Background: an optimization exercise with open tools, aiming at small area, a short achievable clock period and few clock cycles. Do not read the settings as production practice. RTL that was checked went through simulation tests only; none was proved equivalent to the original. The clock input has no modelled driver; a real chip could not lean on it and would need a root buffer or a full tree. Power and IR drop assume default switching activity.

==> inputs of v35 <==
## image_dilation_3x3
module image_dilation_3x3
#(
  parameter int COL    = COL_DFLT,
  parameter int ROW    = ROW_DFLT,
  parameter int THRESH = 128
) (
  input  logic       clk,
  input  logic       rst,
  input  logic [7:0] data_in,
  input  logic       in_valid,
  output logic       in_ready,
  output logic [7:0] data_out,
  output logic       w_en,
  output logic       frame_done
);
  localparam int NG    = COL / GRP;           
  localparam int GW    = $clog2(NG);
  localparam int RW    = $clog2(ROW);
  localparam int FD    = 16;                  
  localparam int FW    = $clog2(FD + 1);
  localparam int WRSTG = GRP + 2;             
  localparam logic [1:0] M_IDLE = 2'd0, M_RUN = 2'd1, M_FLUSH = 2'd2;
  function automatic logic [2:0] rk_next(input logic [2:0] q, input logic [1:0] s);
    case ({q, s})
      5'b000_00: rk_next = 3'd2;
      5'b000_01: rk_next = 3'd1;
      5'b000_10: rk_next = 3'd0;
      5'b001_00: rk_next = 3'd2;
      5'b001_01: rk_next = 3'd1;
      5'b001_10: rk_next = 3'd3;
      5'b010_00: rk_next = 3'd2;
      5'b010_01: rk_next = 3'd4;
  ...
Settings: LEC_CHECK=0, ABC_CLOCK_PERIOD_IN_PS=2000, CAP_MARGIN=20, CORE_MARGIN=2, CORE_UTILIZATION=60, CTS_CLUSTER_DIAMETER=120, CTS_CLUSTER_SIZE=28, PLACE_DENSITY=0.7, SETUP_SLACK_MARGIN=3.05, SLEW_MARGIN=20; clock period 5.0 ns.
standard.sh (not shown) runs the stock make flow with config.mk's settings and CLKGATE_MAP_FILE= SYNTH_SCRIPT=/design/flow/synth_recipe.tcl, a recipe that flattens the netlist after the stock synthesis.
==> flow/flow/run.sh <==
#!/bin/bash
# Standard layout (the standard.sh, all ORFS steps), except that the
# clock tree is built by flow/clock_tree.tcl: a balanced two-level tree in
# place of TritonCTS's three levels. The tree is sourced through ORFS's
# PRE_CTS_TCL hook; the CTS step's repair and legalization run as usual.
set -euo pipefail
export PRE_CTS_TCL="$PWD/flow/clock_tree.tcl"
bash standard.sh > standard_flow.log 2>&1
==> flow/flow/clock_tree.tcl <==
# Two-level clock tree built by hand in place of TritonCTS (sourced as
# PRE_CTS_TCL, before the standard CTS step runs its repair and legalizing).
# The clock port feeds NROOT root buffers; each root feeds a share of the
# leaf buffers; each leaf buffer feeds one cluster of about CL_SIZE clock
# pins found by k-means on the placed flip-flops. Every register sits two
# buffers from the port, so the tree is balanced; it is only shallower than
# TritonCTS's three levels.
set cl_size 28
set nroot   4
set buf_name sky130_fd_sc_hd__clkbuf_16

set db    [ord::get_db]
set block [ord::get_db_block]
set bufm  [$db findMaster $buf_name]
set clk   [$block findNet clk]

# clock pins of the registers
set sinks {}
foreach it [$clk getITerms] {
  set inst [$it getInst]
  set bb [$inst getBBox]
  set x [expr {([$bb xMin] + [$bb xMax]) / 2.0}]
  set y [expr {([$bb yMin] + [$bb yMax]) / 2.0}]
  lappend sinks [list $it $x $y]
}
set n [llength $sinks]
set k [expr {max(1, int(ceil(double($n) / $cl_size)))}]
puts "manual CTS: $n sinks, $k clusters"

# k-means, seeded along a sort by (x, y)
set sorted [lsort -real -index 1 $sinks]
set cx {}; set cy {}
for {set c 0} {$c < $k} {incr c} {
  set s [lindex $sorted [expr {int(($c + 0.5) * $n / $k)}]]
  lappend cx [lindex $s 1]; lappend cy [lindex $s 2]
}
for {set iter 0} {$iter < 30} {incr iter} {
  set sx [lrepeat $k 0.0]; set sy [lrepeat $k 0.0]; set sc [lrepeat $k 0]
  set asg {}
  foreach s $sinks {
    set x [lindex $s 1]; set y [lindex $s 2]
    set best 0; set bd 1e30
    for {set c 0} {$c < $k} {incr c} {
      set d [expr {abs($x - [lindex $cx $c]) + abs($y - [lindex $cy $c])}]
      if {$d < $bd} { set bd $d; set best $c }
    }
    lappend asg $best
    lset sx $best [expr {[lindex $sx $best] + $x}]
    lset sy $best [expr {[lindex $sy $best] + $y}]
    lset sc $best [expr {[lindex $sc $best] + 1}]
  }
  for {set c 0} {$c < $k} {incr c} {
    if {[lindex $sc $c] > 0} {
      lset cx $c [expr {[lindex $sx $c] / [lindex $sc $c]}]
      lset cy $c [expr {[lindex $sy $c] / [lindex $sc $c]}]
    }
  }
}

# leaf buffers
set leaves {}
for {set c 0} {$c < $k} {incr c} {
  if {[lindex $sc $c] == 0} { lappend leaves {}; continue }
  set b [odb::dbInst_create $block $bufm "clkbuf_leaf_$c"]
  $b setLocation [expr {int([lindex $cx $c])}] [expr {int([lindex $cy $c])}]
  $b setPlacementStatus PLACED
  set net [odb::dbNet_create $block "clknet_leaf_$c"]
  $net setSigType CLOCK
  [$b findITerm X] connect $net
  lappend leaves $b
}
set i 0
foreach s $sinks {
  set it [lindex $s 0]
  set c [lindex $asg $i]
  $it disconnect
  $it connect [$block findNet "clknet_leaf_$c"]
  incr i
}

# root buffers: split the leaves into nroot groups by angle around their centre
set used {}
set mx 0.0; set my 0.0
for {set c 0} {$c < $k} {incr c} {
  if {[lindex $sc $c] == 0} continue
  lappend used $c
  set mx [expr {$mx + [lindex $cx $c]}]; set my [expr {$my + [lindex $cy $c]}]
}
set nu [llength $used]
set mx [expr {$mx / $nu}]; set my [expr {$my / $nu}]
set ang {}
foreach c $used {
  lappend ang [list $c [expr {atan2([lindex $cy $c] - $my, [lindex $cx $c] - $mx)}]]
}
set ang [lsort -real -index 1 $ang]
set nr [expr {min($nroot, $nu)}]
for {set r 0} {$r < $nr} {incr r} {
  set grp {}
  for {set j [expr {$r * $nu / $nr}]} {$j < ($r + 1) * $nu / $nr} {incr j} {
    lappend grp [lindex [lindex $ang $j] 0]
  }
  set gx 0.0; set gy 0.0
  foreach c $grp { set gx [expr {$gx + [lindex $cx $c]}]; set gy [expr {$gy + [lindex $cy $c]}] }
  set gx [expr {$gx / [llength $grp]}]; set gy [expr {$gy / [llength $grp]}]
  set rb [odb::dbInst_create $block $bufm "clkbuf_root_$r"]
  $rb setLocation [expr {int($gx)}] [expr {int($gy)}]
  $rb setPlacementStatus PLACED
  set rnet [odb::dbNet_create $block "clknet_root_$r"]
  $rnet setSigType CLOCK
  [$rb findITerm X] connect $rnet
  [$rb findITerm A] connect $clk
  foreach c $grp { [[lindex $leaves $c] findITerm A] connect $rnet }
}
$clk setSigType CLOCK

# power pins of the new buffers
global_connect

# the tree is built: the standard CTS command does nothing from here on
proc clock_tree_synthesis {args} {
  puts "clock_tree_synthesis skipped: clock tree built by clock_tree.tcl"
}
==> inputs of v21, as changes to v35 <==
--- a/flow/design.v
+++ b/flow/design.v
@@ -38,17 +38,17 @@
   output logic       in_ready,
   output logic [7:0] data_out,
   output logic       w_en,
   output logic       frame_done
 );
   localparam int NG    = COL / GRP;           
   localparam int GW    = $clog2(NG);
   localparam int RW    = $clog2(ROW);
-  localparam int FD    = 16;                  
+  localparam int FD    = 8;                   
   localparam int FW    = $clog2(FD + 1);
   localparam int WRSTG = GRP + 2;             
   localparam logic [1:0] M_IDLE = 2'd0, M_RUN = 2'd1, M_FLUSH = 2'd2;
   function automatic logic [2:0] rk_next(input logic [2:0] q, input logic [1:0] s);
     case ({q, s})
       5'b000_00: rk_next = 3'd2;
       5'b000_01: rk_next = 3'd1;
       5'b000_10: rk_next = 3'd0;
@@ -68,61 +68,74 @@
       5'b101_01: rk_next = 3'd0;
       5'b101_10: rk_next = 3'd0;
       5'b110_00: rk_next = 3'd0;
       5'b110_01: rk_next = 3'd1;
       5'b110_10: rk_next = 3'd3;
       default: rk_next = 3'd0;
     endcase
   endfunction
-  function automatic logic [6:0] rk_add(input logic [2:0] q, input logic [2:0] i,
-                                       input logic [1:0] s);
-    case ({q, i, s})
-      8'b000_000_01: rk_add = 7'd18;
-      8'b000_000_10: rk_add = 7'd45;
-      8'b000_001_01: rk_add = 7'd10;
-      8'b000_001_10: rk_add = 7'd24;
-      8'b000_010_01: rk_add = 7'd6;
-      8'b000_010_10: rk_add = 7'd13;
-      8'b000_011_01: rk_add = 7'd3;
-      8'b000_011_10: rk_add = 7'd6;
-      8'b000_100_01: rk_add = 7'd1;
-      8'b000_100_10: rk_add = 7'd2;
-      8'b001_000_01: rk_add = 7'd18;
-      8'b001_000_10: rk_add = 7'd45;
-      8'b001_001_01: rk_add = 7'd10;
-      8'b001_001_10: rk_add = 7'd24;
-      8'b001_010_01: rk_add = 7'd6;
-      8'b001_010_10: rk_add = 7'd13;
-      8'b001_011_01: rk_add = 7'd3;
-      8'b001_011_10: rk_add = 7'd6;
-      8'b001_100_01: rk_add = 7'd1;
-      8'b001_100_10: rk_add = 7'd2;
-      8'b010_000_01: rk_add = 7'd18;
-      8'b010_000_10: rk_add = 7'd29;
-      8'b010_001_01: rk_add = 7'd10;
-      8'b010_001_10: rk_add = 7'd15;
-      8'b010_010_01: rk_add = 7'd6;
-      8'b010_010_10: rk_add = 7'd9;
-      8'b010_011_01: rk_add = 7'd3;
-      8'b010_011_10: rk_add = 7'd5;
-      8'b010_100_01: rk_add = 7'd1;
-      8'b010_100_10: rk_add = 7'd2;
-      8'b100_000_10: rk_add = 7'd17;
-      8'b100_001_10: rk_add = 7'd8;
-      8'b100_010_10: rk_add = 7'd4;
-      8'b100_011_10: rk_add = 7'd2;
-      8'b100_100_10: rk_add = 7'd1;
-      8'b110_000_10: rk_add = 7'd27;
-      8'b110_001_10: rk_add = 7'd14;
-      8'b110_010_10: rk_add = 7'd7;
-      8'b110_011_10: rk_add = 7'd3;
-      8'b110_100_10: rk_add = 7'd1;
-      default: rk_add = 7'd0;
+  function automatic logic [13:0] rk_parts(input logic [2:0] q, input logic [4:0] ph);
+    logic [6:0] v1, v2;
+    v1 = '0;
+    v2 = '0;
+    case (q)
+      3'd0: begin
+        if (ph[0]) v1 = v1 | 7'd18;
+        if (ph[0]) v2 = v2 | 7'd45;
+        if (ph[1]) v1 = v1 | 7'd10;
+        if (ph[1]) v2 = v2 | 7'd24;
+        if (ph[2]) v1 = v1 | 7'd6;
+        if (ph[2]) v2 = v2 | 7'd13;
+        if (ph[3]) v1 = v1 | 7'd3;
+        if (ph[3]) v2 = v2 | 7'd6;
+        if (ph[4]) v1 = v1 | 7'd1;
+        if (ph[4]) v2 = v2 | 7'd2;
+      end
+      3'd1: begin
+        if (ph[0]) v1 = v1 | 7'd18;
+        if (ph[0]) v2 = v2 | 7'd45;
+        if (ph[1]) v1 = v1 | 7'd10;
+        if (ph[1]) v2 = v2 | 7'd24;
+        if (ph[2]) v1 = v1 | 7'd6;
+        if (ph[2]) v2 = v2 | 7'd13;
+        if (ph[3]) v1 = v1 | 7'd3;
+        if (ph[3]) v2 = v2 | 7'd6;
+        if (ph[4]) v1 = v1 | 7'd1;
+        if (ph[4]) v2 = v2 | 7'd2;
+      end
+      3'd2: begin
+        if (ph[0]) v1 = v1 | 7'd18;
+        if (ph[0]) v2 = v2 | 7'd29;
+        if (ph[1]) v1 = v1 | 7'd10;
+        if (ph[1]) v2 = v2 | 7'd15;
+        if (ph[2]) v1 = v1 | 7'd6;
+        if (ph[2]) v2 = v2 | 7'd9;
+        if (ph[3]) v1 = v1 | 7'd3;
+        if (ph[3]) v2 = v2 | 7'd5;
+        if (ph[4]) v1 = v1 | 7'd1;
+        if (ph[4]) v2 = v2 | 7'd2;
+      end
+      3'd4: begin
+        if (ph[0]) v2 = v2 | 7'd17;
+        if (ph[1]) v2 = v2 | 7'd8;
+        if (ph[2]) v2 = v2 | 7'd4;
+        if (ph[3]) v2 = v2 | 7'd2;
+        if (ph[4]) v2 = v2 | 7'd1;
+      end
+      3'd6: begin
+        if (ph[0]) v2 = v2 | 7'd27;
+        if (ph[1]) v2 = v2 | 7'd14;
+        if (ph[2]) v2 = v2 | 7'd7;
+        if (ph[3]) v2 = v2 | 7'd3;
+        if (ph[4]) v2 = v2 | 7'd1;
+      end
+      default: ;
     endcase
+    rk_parts = {v2, v1};
   endfunction
   function automatic logic [9:0] rk_dec(input logic [6:0] r);
     case (r)
       7'd0: rk_dec = 10'b00000_00000;
       7'd1: rk_dec = 10'b00000_10000;
       7'd2: rk_dec = 10'b10000_10000;
       7'd3: rk_dec = 10'b00000_11000;
       7'd4: rk_dec = 10'b10000_11000;
@@ -210,45 +223,63 @@
       7'd86: rk_dec = 10'b00111_11111;
       7'd87: rk_dec = 10'b10111_11111;
       7'd88: rk_dec = 10'b01111_01111;
       7'd89: rk_dec = 10'b01111_11111;
       7'd90: rk_dec = 10'b11111_11111;
       default: rk_dec = 10'd0;
     endcase
   endfunction
+  function automatic logic [WORD_W-1:0] add_w(input logic [WORD_W-1:0] a,
+                                               input logic [WORD_W-1:0] b);
+    logic [WORD_W-1:0] g, p, gn, pn;
+    g = a & b;
+    p = a ^ b;
+    for (int d = 1; d < WORD_W; d = d * 2) begin
+      gn = g;
+      pn = p;
+      for (int i = d; i < WORD_W; i = i + 1) begin
+        gn[i] = g[i] | (p[i] & g[i-d]);
+        pn[i] = p[i] & p[i-d];
+      end
+      g = gn;
+      p = pn;
+    end
+    add_w = (a ^ b) ^ {g[WORD_W-2:0], 1'b0};
+  endfunction
   logic [1:0]     mode_q;
   logic [6:0]     wait_q;                     
   logic           wz_q;                       
   logic [GRP-1:0] ph_q;                       
   logic [GW-1:0]  grp_q;                      
   logic           g0_q, glast_q;              
   logic [RW-1:0]  row_q;                      
   logic           r0_q, r1_q, rlast_q;        
   logic [FW-1:0]  cnt_q;                      
   logic           ne_q;                       
   logic [FD-1:0]  fifo_q;                     
-  logic           in_ready_q, w_en_q, frame_done_q, dout_q;
+  logic           in_ready_q, w_en_q, frame_done_q;
+  logic           dout_q, douth_q;            
   logic           z1_q, z2_q;                 
   logic [GRP-1:0] dx_q, db_q;                 
-  logic [1:0]     te_q;
-  logic [2:0]     pe_q;
   logic [2:0]     qe_q;
+  logic [WORD_W-1:0] inc_q;
+  logic [GRP-1:0] pe_q;                       
   logic [WORD_W-1:0] acc_q;
   logic           wr_q;
   logic [WORD_W-1:0] st_rd;
   line_buffer_1b #(.DEPTH(NG), .W(WORD_W), .WR(WRSTG)) u_store (
     .clk(clk), .we(wr_q), .wd(acc_q), .rd(st_rd)
   );
   logic push, pop, step, emit, flush, idle;
   logic cs0, cslast, last_pix, last_out;
   logic z, h, xo, bo, o;
   logic [1:0] tn;
-  logic [2:0] ph_bin, qe_b;
-  logic [WORD_W-1:0] acc_b;
+  logic [2:0] qe_b;
+  logic [WORD_W-1:0] acc_b, inc1, inc2;
   logic [FW-1:0] cnt_d, cnt_inc, cnt_dec;
   logic          ne_d, full_d;
   logic [6:0]    wait_d;
   assign flush = (mode_q == M_FLUSH);
   assign idle  = (mode_q == M_IDLE);
   assign push  = in_valid && in_ready_q;
   assign step  = flush || (ne_q && (idle || wz_q));
   assign pop   = step && !flush;
@@ -257,106 +288,102 @@
   assign last_pix = rlast_q && glast_q && ph_q[GRP-2];   
   assign last_out = r0_q && cslast;                      
   assign z  = !flush && fifo_q[0];
   assign h  = (z && !cslast) || z1_q || (z2_q && !cs0);
   assign xo = |(dx_q & ph_q);
   assign bo = |(db_q & ph_q);
   assign o  = (r1_q ? xo : bo) || h;
   assign tn = h ? 2'd2 : {1'b0, xo && !r0_q};
-  assign ph_bin = {ph_q[4], ph_q[3] | ph_q[2], ph_q[3] | ph_q[1]};
-  assign acc_b  = (pe_q == 3'd0) ? '0 : acc_q;
-  assign qe_b   = (pe_q == 3'd0) ? 3'd0 : qe_q;
+  assign qe_b   = ph_q[0] ? 3'd0 : qe_q;
+  assign {inc2, inc1} = rk_parts(qe_b, ph_q);
+  assign acc_b  = pe_q[0] ? '0 : acc_q;
   assign emit = step && !idle && (flush || !r0_q);
   assign cnt_inc = cnt_q + 1'b1;
   assign cnt_dec = cnt_q - 1'b1;
   assign cnt_d   = (push && !pop) ? cnt_inc : ((pop && !push) ? cnt_dec : cnt_q);
   assign ne_d    = push || (cnt_q > FW'(1)) || (ne_q && !pop);
   assign full_d  = !pop && ((cnt_q == FW'(FD)) || (push && cnt_q == FW'(FD - 1)));
   assign wait_d = step ? 7'd0 : wait_q + 7'd1;
   assign in_ready   = in_ready_q;
-  assign data_out   = dout_q ? PIX_FG : PIX_BG;
+  assign data_out   = {douth_q ? PIX_FG[7:4] : PIX_BG[7:4], dout_q ? PIX_FG[3:0] : PIX_BG[3:0]};
   assign w_en       = w_en_q;
   assign frame_done = frame_done_q;
   always_ff @(posedge clk) begin
     for (int i = 0; i < FD; i = i + 1) begin
       if (pop) begin
         if (push && cnt_q == FW'(i + 1)) fifo_q[i] <= data_in >= 8'(THRESH);
         else if (i < FD - 1)             fifo_q[i] <= fifo_q[(i < FD - 1) ? i + 1 : i];
       end else if (push && cnt_q == FW'(i)) begin
         fifo_q[i] <= data_in >= 8'(THRESH);
       end
     end
   end
   always_ff @(posedge clk) begin
     dout_q     <= o;
     in_ready_q <= !full_d;
-    wr_q   <= step && (pe_q == 3'(GRP - 1));
+    wr_q   <= step && pe_q[GRP-1];
     if (step) begin
+      douth_q <= o;
       z1_q <= z;
       z2_q <= z1_q;
-      te_q  <= tn;
-      pe_q  <= ph_bin;
-      acc_q <= acc_b + rk_add(qe_b, pe_q, te_q);
-      qe_q  <= rk_next(qe_b, te_q);
+      qe_q  <= rk_next(qe_b, tn);
+      inc_q <= h ? inc2 : ((xo && !r0_q) ? inc1 : '0);
+      pe_q  <= ph_q;
+      acc_q <= add_w(acc_b, inc_q);
       if (ph_q[GRP-1]) {dx_q, db_q} <= rk_dec(st_rd);
     end
   end
   always_ff @(posedge clk or posedge rst) begin
     if (rst) begin
       mode_q       <= M_IDLE;
-      wait_q       <= '0;
-      wz_q         <= 1'b1;
-      ph_q         <= GRP'(1) << (GRP - 1);
-      grp_q        <= GW'(NG - 1);
-      g0_q         <= 1'b0;
-      glast_q      <= 1'b1;
-      row_q        <= RW'(ROW - 1);
-      r0_q         <= 1'b0;
-      r1_q         <= 1'b0;
-      rlast_q      <= 1'b1;
       cnt_q        <= '0;
       ne_q         <= 1'b0;
       w_en_q       <= 1'b0;
       frame_done_q <= 1'b0;
     end else begin
       cnt_q        <= cnt_d;
       ne_q         <= ne_d;
       w_en_q       <= emit;
       frame_done_q <= emit && last_out;
-      wait_q       <= wait_d;
-      wz_q         <= (wait_d == '0);
       if (step) begin
+        case (mode_q)
+          M_IDLE:  mode_q <= M_RUN;
+          M_RUN:   if (last_pix) mode_q <= M_FLUSH;
+          default: if (last_out) mode_q <= M_IDLE;
+        endcase
+      end
+    end
+  end
+  always_ff @(posedge clk) begin
+    wait_q <= wait_d;
+    wz_q   <= (wait_d == '0);
+    if (step) begin
+      if (idle) begin
+        ph_q    <= GRP'(1);
+        grp_q   <= '0;
+        g0_q    <= 1'b1;
+        glast_q <= 1'b0;
+        row_q   <= '0;
+        r0_q    <= 1'b1;
+        r1_q    <= 1'b0;
+        rlast_q <= 1'b0;
+      end else begin
         ph_q <= {ph_q[GRP-2:0], ph_q[GRP-1]};
         if (ph_q[GRP-1]) begin
           if (glast_q) begin
             grp_q   <= '0;
             g0_q    <= 1'b1;
             glast_q <= 1'b0;
             row_q   <= rlast_q ? '0 : row_q + 1'b1;
             r0_q    <= rlast_q;
             r1_q    <= r0_q;
             rlast_q <= (row_q == RW'(ROW - 2));
           end else begin
             grp_q   <= grp_q + 1'b1;
             g0_q    <= 1'b0;
             glast_q <= (grp_q == GW'(NG - 2));
           end
         end
-        case (mode_q)
-          M_IDLE:  mode_q <= M_RUN;
-          M_RUN:   if (last_pix) mode_q <= M_FLUSH;
-          default: if (last_out) begin
-            mode_q  <= M_IDLE;
-            ph_q    <= GRP'(1) << (GRP - 1);
-            grp_q   <= GW'(NG - 1);
-            g0_q    <= 1'b0;
-            glast_q <= 1'b1;
-            row_q   <= RW'(ROW - 1);
-            r0_q    <= 1'b0;
-            r1_q    <= 1'b0;
-            rlast_q <= 1'b1;
-          end
-        endcase
       end
     end
   end
 endmodule
--- a/flow/flow/clock_tree.tcl
+++ b/flow/flow/clock_tree.tcl
@@ -1,16 +1,16 @@
 # Two-level clock tree built by hand in place of TritonCTS (sourced as
 # PRE_CTS_TCL, before the standard CTS step runs its repair and legalizing).
 # The clock port feeds NROOT root buffers; each root feeds a share of the
 # leaf buffers; each leaf buffer feeds one cluster of about CL_SIZE clock
 # pins found by k-means on the placed flip-flops. Every register sits two
 # buffers from the port, so the tree is balanced; it is only shallower than
 # TritonCTS's three levels.
-set cl_size 28
+set cl_size 20
 set nroot   4
 set buf_name sky130_fd_sc_hd__clkbuf_16
 
 set db    [ord::get_db]
 set block [ord::get_db_block]
 set bufm  [$db findMaster $buf_name]
 set clk   [$block findNet clk]
 
CORE_UTILIZATION = 70   (was 60)
PLACE_DENSITY = 0.8   (was 0.7)
SETUP_SLACK_MARGIN = 3.15   (was 3.05)
==> inputs of v27, as changes to v35 <==
--- a/flow/design.v
+++ b/flow/design.v
@@ -221,34 +221,35 @@
   logic [GRP-1:0] ph_q;                       
   logic [GW-1:0]  grp_q;                      
   logic           g0_q, glast_q;              
   logic [RW-1:0]  row_q;                      
   logic           r0_q, r1_q, rlast_q;        
   logic [FW-1:0]  cnt_q;                      
   logic           ne_q;                       
   logic [FD-1:0]  fifo_q;                     
-  logic           in_ready_q, w_en_q, frame_done_q, dout_q;
+  logic           in_ready_q, w_en_q, frame_done_q;
+  logic           dout_q, douth_q;            
   logic           z1_q, z2_q;                 
   logic [GRP-1:0] dx_q, db_q;                 
-  logic [1:0]     te_q;
-  logic [2:0]     pe_q;
   logic [2:0]     qe_q;
+  logic [WORD_W-1:0] inc_q;
+  logic [2:0]     pe_q;
   logic [WORD_W-1:0] acc_q;
   logic           wr_q;
   logic [WORD_W-1:0] st_rd;
   line_buffer_1b #(.DEPTH(NG), .W(WORD_W), .WR(WRSTG)) u_store (
     .clk(clk), .we(wr_q), .wd(acc_q), .rd(st_rd)
   );
   logic push, pop, step, emit, flush, idle;
   logic cs0, cslast, last_pix, last_out;
   logic z, h, xo, bo, o;
   logic [1:0] tn;
   logic [2:0] ph_bin, qe_b;
-  logic [WORD_W-1:0] acc_b;
+  logic [WORD_W-1:0] acc_b, inc1, inc2;
   logic [FW-1:0] cnt_d, cnt_inc, cnt_dec;
   logic          ne_d, full_d;
   logic [6:0]    wait_d;
   assign flush = (mode_q == M_FLUSH);
   assign idle  = (mode_q == M_IDLE);
   assign push  = in_valid && in_ready_q;
   assign step  = flush || (ne_q && (idle || wz_q));
   assign pop   = step && !flush;
@@ -258,27 +259,29 @@
   assign last_out = r0_q && cslast;                      
   assign z  = !flush && fifo_q[0];
   assign h  = (z && !cslast) || z1_q || (z2_q && !cs0);
   assign xo = |(dx_q & ph_q);
   assign bo = |(db_q & ph_q);
   assign o  = (r1_q ? xo : bo) || h;
   assign tn = h ? 2'd2 : {1'b0, xo && !r0_q};
   assign ph_bin = {ph_q[4], ph_q[3] | ph_q[2], ph_q[3] | ph_q[1]};
+  assign qe_b   = ph_q[0] ? 3'd0 : qe_q;
+  assign inc1   = rk_add(qe_b, ph_bin, 2'd1);
+  assign inc2   = rk_add(qe_b, ph_bin, 2'd2);
   assign acc_b  = (pe_q == 3'd0) ? '0 : acc_q;
-  assign qe_b   = (pe_q == 3'd0) ? 3'd0 : qe_q;
   assign emit = step && !idle && (flush || !r0_q);
   assign cnt_inc = cnt_q + 1'b1;
   assign cnt_dec = cnt_q - 1'b1;
   assign cnt_d   = (push && !pop) ? cnt_inc : ((pop && !push) ? cnt_dec : cnt_q);
   assign ne_d    = push || (cnt_q > FW'(1)) || (ne_q && !pop);
   assign full_d  = !pop && ((cnt_q == FW'(FD)) || (push && cnt_q == FW'(FD - 1)));
   assign wait_d = step ? 7'd0 : wait_q + 7'd1;
   assign in_ready   = in_ready_q;
-  assign data_out   = dout_q ? PIX_FG : PIX_BG;
+  assign data_out   = {douth_q ? PIX_FG[7:4] : PIX_BG[7:4], dout_q ? PIX_FG[3:0] : PIX_BG[3:0]};
   assign w_en       = w_en_q;
   assign frame_done = frame_done_q;
   always_ff @(posedge clk) begin
     for (int i = 0; i < FD; i = i + 1) begin
       if (pop) begin
         if (push && cnt_q == FW'(i + 1)) fifo_q[i] <= data_in >= 8'(THRESH);
         else if (i < FD - 1)             fifo_q[i] <= fifo_q[(i < FD - 1) ? i + 1 : i];
       end else if (push && cnt_q == FW'(i)) begin
@@ -286,22 +289,23 @@
       end
     end
   end
   always_ff @(posedge clk) begin
     dout_q     <= o;
     in_ready_q <= !full_d;
     wr_q   <= step && (pe_q == 3'(GRP - 1));
     if (step) begin
+      douth_q <= o;
       z1_q <= z;
       z2_q <= z1_q;
-      te_q  <= tn;
+      qe_q  <= rk_next(qe_b, tn);
+      inc_q <= h ? inc2 : ((xo && !r0_q) ? inc1 : '0);
       pe_q  <= ph_bin;
-      acc_q <= acc_b + rk_add(qe_b, pe_q, te_q);
-      qe_q  <= rk_next(qe_b, te_q);
+      acc_q <= acc_b + inc_q;
       if (ph_q[GRP-1]) {dx_q, db_q} <= rk_dec(st_rd);
     end
   end
   always_ff @(posedge clk or posedge rst) begin
     if (rst) begin
       mode_q       <= M_IDLE;
       wait_q       <= '0;
       wz_q         <= 1'b1;
SETUP_SLACK_MARGIN = 2.9   (was 3.05)
==> qor summary <==
quantity                                                                v27                v21                v35
Status                                     no timing/DRC/antenna violations  no timing/DRC/antenna violations  no timing/DRC/antenna violations
Stages on worst setup path                                                9                  8                 12
Net Sw Frac                                                           0.218              0.240              0.233
WL per Instance                                                     14.5 um            18.0 um            14.1 um
Number of setup buffers added after CTS                                  15                 32                 20
Final Routed Wirelength                                            31100 um           35300 um           30100 um
Die area                                                          41800 um2          34600 um2          41600 um2
Peak supply drop                                                 0.000387 V         0.000408 V         0.000384 V
Total Power Consumption                                             13.6 mW            15.9 mW            14.3 mW
Unique masters post-synth                                                76                 66                 78
Met3 WL post-DR                                                     1240 um            1710 um            1180 um
Worst-case hold path end point                            u_store.st_q[598]  u_store.st_q[558]  u_store.st_q[534]
Worst hold margin                                                  0.309 ns           0.297 ns           0.300 ns
Hold Path Origin                                          u_store.st_q[591]  u_store.st_q[551]  u_store.st_q[527]
Proportion of cell area occupied by multi-input gates                 0.134              0.113              0.140
Routability congestion estimate from global placement                 0.821              0.788              0.813
Launching instance or port of the critical path                     pe_q[1]            pe_q[0]            te_q[1]
Adder and majority cell fraction of the synthesized area             0.0128             0.0122             0.0149
Number of nets at the end of the flow                                  1651               1560               1660
Largest net degree at the start of global routing                        45                 32                 43
Share of layout cells above drive strength 1                          0.101              0.146              0.136
Compound-gate portion of the synthesized area                        0.0526             0.0378             0.0515
Highest net fanout along the worst path                                   3                  4                  4
Testbench counts of v21, summed over its fixed seeds: cycles 1,847,052.
The RTL of v35 and v27 was laid out without a check of its function. No run of this note takes its clock network from TritonCTS; it comes from the design's own scripts or RTL.

static timing again, ports no longer ideal:
How much do the figures lean on ideal ports? The routed layouts below were timed once more, with nothing changed but the port constraints. Step 1 assumes that a clkbuf_16 drives the clock port and a buf_2 every other input. Step 2 also shifts input and output timing later by t, the mid clock arrival at the registers, as if the neighbouring blocks saw the same clock. Slacks: ideal / step 1 / step 2; pairs: ideal / step 1.
run	shift t [ns]	slack for setup (ns)	hold WS [ns]	worst setup path at the end	pins driven straight from the clock port
v35	0.483	2.278 / 2.278 / 2.278	0.300 / 0.300 / 0.300	register to register	4
v21	0.495	2.966 / 2.867 / 2.733	0.297 / 0.297 / 0.297	input to register	4
v27	0.493	2.768 / 2.768 / 2.768	0.309 / 0.309 / 0.309	register to register	4
After both steps every run listed still meets setup and hold. For v21, which loses most, drivers alone change the setup slack by -0.099 ns; drivers and shift together by -0.233 ns.
